From an optimization exercise on the open Yosys and OpenROAD flow, aimed at small area and a short achievable clock period; shortcuts taken in it are not production practice. The RTL was checked by simulation tests, not by an equivalence proof against the original design. No activity file was given, so power comes from the tool's default toggle rates.

Design inst_queue, start of the top module:
module inst_queue
#(
    parameter int DEPTH = 16,
    parameter int DEQ_W = 2
) (
    input  logic                  clk,
    input  logic                  rst,
    input  logic                  flush,
    input  logic [PC_W-1:0]       group_pc,
    input  logic [GROUP_W-1:0]    inst_group,
    input  logic [FETCH_WIDTH-1:0] inst_group_valid,
    input  logic                  pre_valid,
    output logic                  out_ready,
    output logic [DEQ_W*INST_W-1:0] deq_inst,
    output logic [DEQ_W*PC_W-1:0] deq_pc,
    output logic [DEQ_W-1:0]      deq_valid,
    input  logic                  next_ready
);
For scale: roughly 43,000 um^2 of cells after synthesis.
==> module inst_compact, before the edit <==
module inst_compact
(
    input  logic [GROUP_W-1:0]     group,
    input  logic [FETCH_WIDTH-1:0] mask,
    input  logic [PC_W-1:0]        group_pc,
    input  logic [3:0]             start0_oh,
    input  logic [3:0]             start1_oh,
    input  logic                   next_ready,
    output logic [FETCH_WIDTH*(PC_W+INST_W)-1:0] lanes,
    output logic [4:0]             n_oh
);
    localparam int E_W = PC_W + INST_W;
    logic [3:0]  v;                     
    logic [2:0]  p1, p2;                
    logic [3:0]  p3;                    
    logic [15:0] item_sel;              
    logic [PC_W-1:4] pc_hi, pc_hi_inc;
    logic [3:0][1:0] mid_s;             
    logic [3:0]  cy_s;                  
    assign v  = {mask[0], mask[1], mask[2], mask[3]};
    assign p1 = {1'b0, v[0], ~v[0]};
    assign p2 = {v[0] & v[1], v[0] ^ v[1], ~v[0] & ~v[1]};
    assign p3 = {p2[2] & v[2], (p2[1] & v[2]) | (p2[2] & ~v[2]),
                 (p2[0] & v[2]) | (p2[1] & ~v[2]), p2[0] & ~v[2]};
    assign n_oh = {p3[3] & v[3], (p3[2] & v[3]) | (p3[3] & ~v[3]),
                   (p3[1] & v[3]) | (p3[2] & ~v[3]), (p3[0] & v[3]) | (p3[1] & ~v[3]),
                   p3[0] & ~v[3]};
    always_comb begin
        item_sel = '0;
        for (int k = 0; k < 4; k++) begin
            item_sel[4*k + 0] = (k == 0) & v[0];
            item_sel[4*k + 1] = (k < 2) & v[1] & p1[k < 2 ? k : 0];
            item_sel[4*k + 2] = (k < 3) & v[2] & p2[k < 3 ? k : 0];
            item_sel[4*k + 3] = v[3] & p3[k];
        end
    end
    assign pc_hi = group_pc[PC_W-1:4];
    for (genvar b = 4; b < PC_W; b++) begin : g_inc
        if (b == 4) begin : g_lsb
            assign pc_hi_inc[b] = ~pc_hi[b];
        end else begin : g_bit
            assign pc_hi_inc[b] = pc_hi[b] ^ (&pc_hi[b-1:4]);
        end
    end
    assign mid_s[0] = group_pc[3:2];
    assign mid_s[1] = {group_pc[3] ^ group_pc[2], ~group_pc[2]};
    assign mid_s[2] = {~group_pc[3], group_pc[2]};
    assign mid_s[3] = {~(group_pc[3] ^ group_pc[2]), ~group_pc[2]};
    assign cy_s     = {group_pc[3] | group_pc[2], group_pc[3], group_pc[3] & group_pc[2], 1'b0};
    for (genvar r = 0; r < 4; r++) begin : g_lane
        logic [3:0]        sel, sel0, sel1;
        logic [1:0]        mid;
        logic              cy;
        logic [INST_W-1:0] inst;
        assign sel0 = ({4{start0_oh[0]}} & item_sel[4*((r + 4 - 0) % 4) +: 4])
                    | ({4{start0_oh[1]}} & item_sel[4*((r + 4 - 1) % 4) +: 4])
                    | ({4{start0_oh[2]}} & item_sel[4*((r + 4 - 2) % 4) +: 4])
                    | ({4{start0_oh[3]}} & item_sel[4*((r + 4 - 3) % 4) +: 4]);
        assign sel1 = ({4{start1_oh[0]}} & item_sel[4*((r + 4 - 0) % 4) +: 4])
                    | ({4{start1_oh[1]}} & item_sel[4*((r + 4 - 1) % 4) +: 4])
                    | ({4{start1_oh[2]}} & item_sel[4*((r + 4 - 2) % 4) +: 4])
                    | ({4{start1_oh[3]}} & item_sel[4*((r + 4 - 3) % 4) +: 4]);
        assign sel  = next_ready ? sel1 : sel0;
        assign mid  = ({2{sel[0]}} & mid_s[0]) | ({2{sel[1]}} & mid_s[1])
                    | ({2{sel[2]}} & mid_s[2]) | ({2{sel[3]}} & mid_s[3]);
        assign cy   = (sel[1] & cy_s[1]) | (sel[2] & cy_s[2]) | (sel[3] & cy_s[3]);
        assign inst = ({INST_W{sel[0]}} & group[GROUP_W-1 -: INST_W])
                    | ({INST_W{sel[1]}} & group[GROUP_W-1-INST_W -: INST_W])
                    | ({INST_W{sel[2]}} & group[GROUP_W-1-2*INST_W -: INST_W])
                    | ({INST_W{sel[3]}} & group[GROUP_W-1-3*INST_W -: INST_W]);
        assign lanes[r*E_W +: E_W] = {(cy ? pc_hi_inc : pc_hi), mid, group_pc[1:0], inst};
    end
endmodule
==> flow/config.mk <==
export PLATFORM = sky130hd
export DESIGN_NAME = inst_queue
export DESIGN_NICKNAME = inst_queue
export VERILOG_FILES = /design/flow/design.v
export SDC_FILE = /design/flow/constraint.sdc
export NUM_CORES = 4
export LEC_CHECK = 0
export CAP_MARGIN = 20
export CORE_MARGIN = 2
export CORE_UTILIZATION = 40
export SETUP_SLACK_MARGIN = 3.5
export SLEW_MARGIN = 20
export TNS_END_PERCENT = 0
==> flow/constraint.sdc <==
create_clock -name core_clock -period 6.0 [get_ports {clk}]
set_input_delay 1.2000 -clock core_clock [delete_from_list [all_inputs] [get_ports {clk}]]
set_output_delay 1.2000 -clock core_clock [all_outputs]
set_load 0.01 [all_outputs]
standard.sh (not shown) runs the stock make flow with config.mk's settings and CLKGATE_MAP_FILE= SYNTH_SCRIPT=/design/flow/synth_recipe.tcl, a recipe that flattens the netlist after the stock synthesis.
==> flow/flow/run.sh <==
#!/bin/bash
# Standard ORFS layout with a few layout knobs changed on make's command line:
# sizing may change a cell's footprint, ports get plain buffers, and the
# clock tree gets no dummy loads. Synthesis is the standard one, run alone.
set -euo pipefail
bash standard.sh synth > synth.log 2>&1
bash standard.sh \
  MATCH_CELL_FOOTPRINT=0 \
  "BUFFER_PORTS_ARGS=-buffer_cell sky130_fd_sc_hd__buf_2" \
  "CTS_ARGS=-sink_clustering_enable -repair_clock_nets -dont_use_dummy_load" \
  finish > layout.log 2>&1
Rerun with:
--- a/flow/design.v
+++ b/flow/design.v
@@ -27,31 +27,37 @@
     output logic [4:0]             n_oh
 );
     localparam int E_W = PC_W + INST_W;
     logic [3:0]  v;                     
-    logic [2:0]  p1, p2;                
-    logic [3:0]  p3;                    
     logic [15:0] item_sel;              
     logic [PC_W-1:4] pc_hi, pc_hi_inc;
     logic [3:0][1:0] mid_s;             
     logic [3:0]  cy_s;                  
-    assign v  = {mask[0], mask[1], mask[2], mask[3]};
-    assign p1 = {1'b0, v[0], ~v[0]};
-    assign p2 = {v[0] & v[1], v[0] ^ v[1], ~v[0] & ~v[1]};
-    assign p3 = {p2[2] & v[2], (p2[1] & v[2]) | (p2[2] & ~v[2]),
-                 (p2[0] & v[2]) | (p2[1] & ~v[2]), p2[0] & ~v[2]};
-    assign n_oh = {p3[3] & v[3], (p3[2] & v[3]) | (p3[3] & ~v[3]),
-                   (p3[1] & v[3]) | (p3[2] & ~v[3]), (p3[0] & v[3]) | (p3[1] & ~v[3]),
-                   p3[0] & ~v[3]};
-    always_comb begin
-        item_sel = '0;
-        for (int k = 0; k < 4; k++) begin
-            item_sel[4*k + 0] = (k == 0) & v[0];
-            item_sel[4*k + 1] = (k < 2) & v[1] & p1[k < 2 ? k : 0];
-            item_sel[4*k + 2] = (k < 3) & v[2] & p2[k < 3 ? k : 0];
-            item_sel[4*k + 3] = v[3] & p3[k];
-        end
-    end
+    assign v = {mask[0], mask[1], mask[2], mask[3]};
+    assign item_sel[0]  = v[0];
+    assign item_sel[1]  = v[1] & ~v[0];
+    assign item_sel[2]  = v[2] & ~v[1] & ~v[0];
+    assign item_sel[3]  = v[3] & ~v[2] & ~v[1] & ~v[0];
+    assign item_sel[4]  = 1'b0;
+    assign item_sel[5]  = v[1] & v[0];
+    assign item_sel[6]  = (v[2] & v[1] & ~v[0]) | (v[2] & ~v[1] & v[0]);
+    assign item_sel[7]  = (v[3] & v[2] & ~v[1] & ~v[0]) | (v[3] & ~v[2] & v[1] & ~v[0])
+                        | (v[3] & ~v[2] & ~v[1] & v[0]);
+    assign item_sel[8]  = 1'b0;
+    assign item_sel[9]  = 1'b0;
+    assign item_sel[10] = v[2] & v[1] & v[0];
+    assign item_sel[11] = (v[3] & v[2] & v[1] & ~v[0]) | (v[3] & v[2] & ~v[1] & v[0])
+                        | (v[3] & ~v[2] & v[1] & v[0]);
+    assign item_sel[12] = 1'b0;
+    assign item_sel[13] = 1'b0;
+    assign item_sel[14] = 1'b0;
+    assign item_sel[15] = v[3] & v[2] & v[1] & v[0];
+    assign n_oh[0] = ~v[3] & ~v[2] & ~v[1] & ~v[0];
+    assign n_oh[1] = item_sel[0] & ~v[1] & ~v[2] & ~v[3] | item_sel[1] & ~v[2] & ~v[3]
+                   | item_sel[2] & ~v[3] | item_sel[3];
+    assign n_oh[2] = item_sel[5] & ~v[2] & ~v[3] | item_sel[6] & ~v[3] | item_sel[7];
+    assign n_oh[3] = item_sel[10] & ~v[3] | item_sel[11];
+    assign n_oh[4] = item_sel[15];
     assign pc_hi = group_pc[PC_W-1:4];
     for (genvar b = 4; b < PC_W; b++) begin : g_inc
         if (b == 4) begin : g_lsb
             assign pc_hi_inc[b] = ~pc_hi[b];
Cell count goes down by 0.97%; total power goes up by about 2.8%; worst setup slack is better by 0.33 ns; combinational power goes up by 12%; worst hold slack is worse by 0.018 ns; global-route usage goes up by 1.8 points; synthesized cell count goes down by about 3%; area after synthesis hardly moves; routed wire length goes up by 7.2%; via count goes up by about 1.8%; sequential share of layout area goes down by 1.3 points; first-iteration DRC count goes up by 15%.

==> port drivers added, routing unchanged <==
The results above use ideal ports. As a check the final layouts listed here were re-extracted and re-timed, cells and wires unchanged.
Step 1 sets driving cells, clkbuf_16 on the clock port and buf_2 on the other inputs (assumed; they add their load-dependent delay and slew).
Step 2 also shifts input and output timing later by t, the mid clock arrival at the registers, as if the neighbouring blocks saw the same clock.
Slacks: ideal / step 1 / step 2; pairs: ideal / step 1.
| run | t, ns | slack for setup (ns) | hold slack, ns | worst slew at a driven data input, ns | cell pins on the clock port's net |
|---|---|---|---|---|---|
| the first run | 0.742 | 2.888 / 2.733 / 1.990 | 0.464 / 0.464 / 0.464 | 0.23 | 1 |
| the second run | 0.743 | 3.222 / 3.169 / 2.426 | 0.445 / 0.445 / 0.445 | 0.23 | 1 |
After both steps every run listed still meets setup and hold. For the first run, which loses most, drivers alone change the setup slack by -0.155 ns; drivers and shift together by -0.898 ns.
